This is an optimization exercise on Yosys and OpenROAD, whose aim is small area and a short achievable clock period, not a production implementation. In this exercise RTL edits were held to simulation tests only and were not proved equivalent to the original. Power and IR drop assume default switching activity.

Design mac_top, start of the top module:
module mac_top (
	input  logic                        clk,
	input  logic                        reset,
	input  logic                        i_start,
	input  logic                        i_valid,
	input  mac_pkg::pixel_t             i_pixel,
	input  mac_pkg::weight_word_t       i_weights,
	input  logic                        i_last,
	output logic                        o_busy,
	output logic                        o_valid,
	output mac_pkg::neuron_idx_t        o_index,
	output logic signed [mac_pkg::ACC_W-1:0] o_value,
	output logic                        o_done
);
	logic                  op_valid;
	logic [7:0]            op_one, op_two, op_neg;
	mac_pkg::weight_word_t op_weights;
	logic                  op_first;
	logic                  dump;
	logic [6:0]            dcnt;
	mac_pkg::acc_word_t    psum, pcarry;
	logic                  pr_valid;
	logic                  pr_first;
	mac_pkg::acc_word_t    head;
	logic                  rotate;
	input_sequencer seq_i (
		.clk        (clk),
		.reset      (reset),
		.i_start    (i_start),
		.i_valid    (i_valid),
		.i_pixel    (i_pixel),
		.i_weights  (i_weights),
		.i_last     (i_last),
		.o_busy     (o_busy),
		.o_op_valid (op_valid),
		.o_one      (op_one),
		.o_two      (op_two),
		.o_neg      (op_neg),
		.o_weights  (op_weights),
		.o_first    (op_first),
		.o_dump     (dump),
  ...
export LEC_CHECK = 0
export CAP_MARGIN = 20
export CORE_MARGIN = 2
export CORE_UTILIZATION = 45
export SLEW_MARGIN = 20
create_clock -name core_clock -period 8.0 [get_ports {clk}]
run.sh (not shown) runs the stock make flow with config.mk's settings and CLKGATE_MAP_FILE= SYNTH_SCRIPT=/design/flow/synth_recipe.tcl, a recipe that flattens the netlist after the stock synthesis.
The first run finished clean.
==> next run, changes <==
--- a/flow/config.mk
+++ b/flow/config.mk
@@ -7,2 +7,3 @@
 export LEC_CHECK = 0
+export ABC_CLOCK_PERIOD_IN_PS = 3400
 export CAP_MARGIN = 20
@@ -10,2 +11,3 @@
 export CORE_UTILIZATION = 45
+export SETUP_SLACK_MARGIN = 4.6
 export SLEW_MARGIN = 20
Outcome:
- routed wire length went up by 12%
- die area is unchanged
- clock skew came out higher by 0.0099 ns
- utilization rose by 3.2 points
- synthesized cell count is unchanged
- via count goes up by about 5.4%
- total power grows by 7.9%
- cell count went up by about 2.8%
- global-route usage rises by 1.5 points
- design area is higher by 6.2%

---

Another version of the RTL of mac_top (not shown whole).
Size in the first run: ~6300 cells after synthesis, roughly 100000 um^2 of cells after synthesis.
==> flow/config.mk <==
export PLATFORM = sky130hd
export DESIGN_NAME = mac_top
export DESIGN_NICKNAME = mac_top
export VERILOG_FILES = /design/flow/design.v
export SDC_FILE = /design/flow/constraint.sdc
export NUM_CORES = 4
export LEC_CHECK = 0
export CAP_MARGIN = 20
export CORE_MARGIN = 2
export CORE_UTILIZATION = 65
export CTS_CLUSTER_DIAMETER = 100
export CTS_CLUSTER_SIZE = 24
export SETUP_SLACK_MARGIN = 5.0
export SLEW_MARGIN = 20
==> flow/constraint.sdc <==
create_clock -name core_clock -period 8.0 [get_ports {clk}]
set_input_delay 1.6000 -clock core_clock [delete_from_list [all_inputs] [get_ports {clk}]]
set_output_delay 1.6000 -clock core_clock [all_outputs]
set_load 0.01 [all_outputs]
standard.sh (not shown) runs the stock make flow with config.mk's settings and CLKGATE_MAP_FILE= SYNTH_SCRIPT=/design/flow/synth_recipe.tcl, a recipe that flattens the netlist after the stock synthesis.
==> flow/flow/run.sh <==
#!/bin/bash
# The standard layout (standard synthesis unchanged), with two settings
# changed on the make command line:
#  - the port buffers are buf_4 cells instead of the delay-cell buffers that
#    buffer_ports picks by default (every port still gets its own buffer);
#  - timing repair aims for 5.15 ns of setup slack at the 8 ns clock.
# The full output of the flow is kept in standard.log; ORFS writes each
# step's log under orfs/logs.
set -o pipefail
bash standard.sh "BUFFER_PORTS_ARGS=-buffer_cell sky130_fd_sc_hd__buf_4" SETUP_SLACK_MARGIN=5.15 finish > standard.log 2>&1
Edit:
==> flow/flow/run.sh (replaced) <==
#!/bin/bash
# The standard layout (standard synthesis unchanged), with two settings
# changed on the make command line:
#  - the port buffers are buf_4 cells instead of the delay-cell buffers that
#    buffer_ports picks by default (every port still gets its own buffer);
#  - timing repair aims for 5.3 ns of setup slack at the 8 ns clock.
# The full output of the flow is kept in standard.log; ORFS writes each
# step's log under orfs/logs.
set -o pipefail
bash standard.sh "BUFFER_PORTS_ARGS=-buffer_cell sky130_fd_sc_hd__buf_4" SETUP_SLACK_MARGIN=5.3 finish > standard.log 2>&1
What happened: The new run finished with timing, DRC and antenna clean; utilization came out higher by 1.7 points; total power increases by a few percent; maximum frequency barely changes; cell area came out higher by a few percent; wire length grows by a few percent; clock skew barely changes; synthesized cell count is unchanged; die area stays the same; global-route usage rose by 0.45 points; worst setup slack gets better by 0.0050 ns; non-clock buffer count increases by 106.
Edit:
CTS_CLUSTER_DIAMETER = 80   (was 100)
CTS_CLUSTER_SIZE = 20   (was 24)
Effect:
- global-route usage grows by 0.19 points
- worst hold slack degrades by 0.0059 ns
- routed wire length climbs by 0.30%
- setup slack gets better by 0.0062 ns

[separate check: timing with driven ports]
The results above use ideal ports. As a check the final layouts listed here were re-extracted and re-timed, cells and wires unchanged. Step 1, drivers: a clkbuf_16 drives clk and a buf_2 each remaining input, both assumed. Step 2 adds t to the input delays and takes it off the output delays; t is the mean of the earliest and latest rising clock arrival at the registers after step 1. Input paths then give back, and output paths get back, about the clock's delay inside the block. a / b / c = ideal / step 1 / step 2; a / b = the first two.
run	shift t [ns]	setup WS [ns]	worst setup path after step 2
the first run of note 1	0.942	3.223 / 3.223 / 3.223	register to register
the second run of note 1	0.946	4.219 / 4.219 / 4.219	register to register
the first run of note 2	0.865	5.153 / 5.069 / 5.194	register to register
the second run of note 2	0.869	5.158 / 5.073 / 5.232	register to register
the third run of note 2	0.870	5.165 / 5.081 / 5.210	register to register
After both steps every run listed still meets setup and hold.
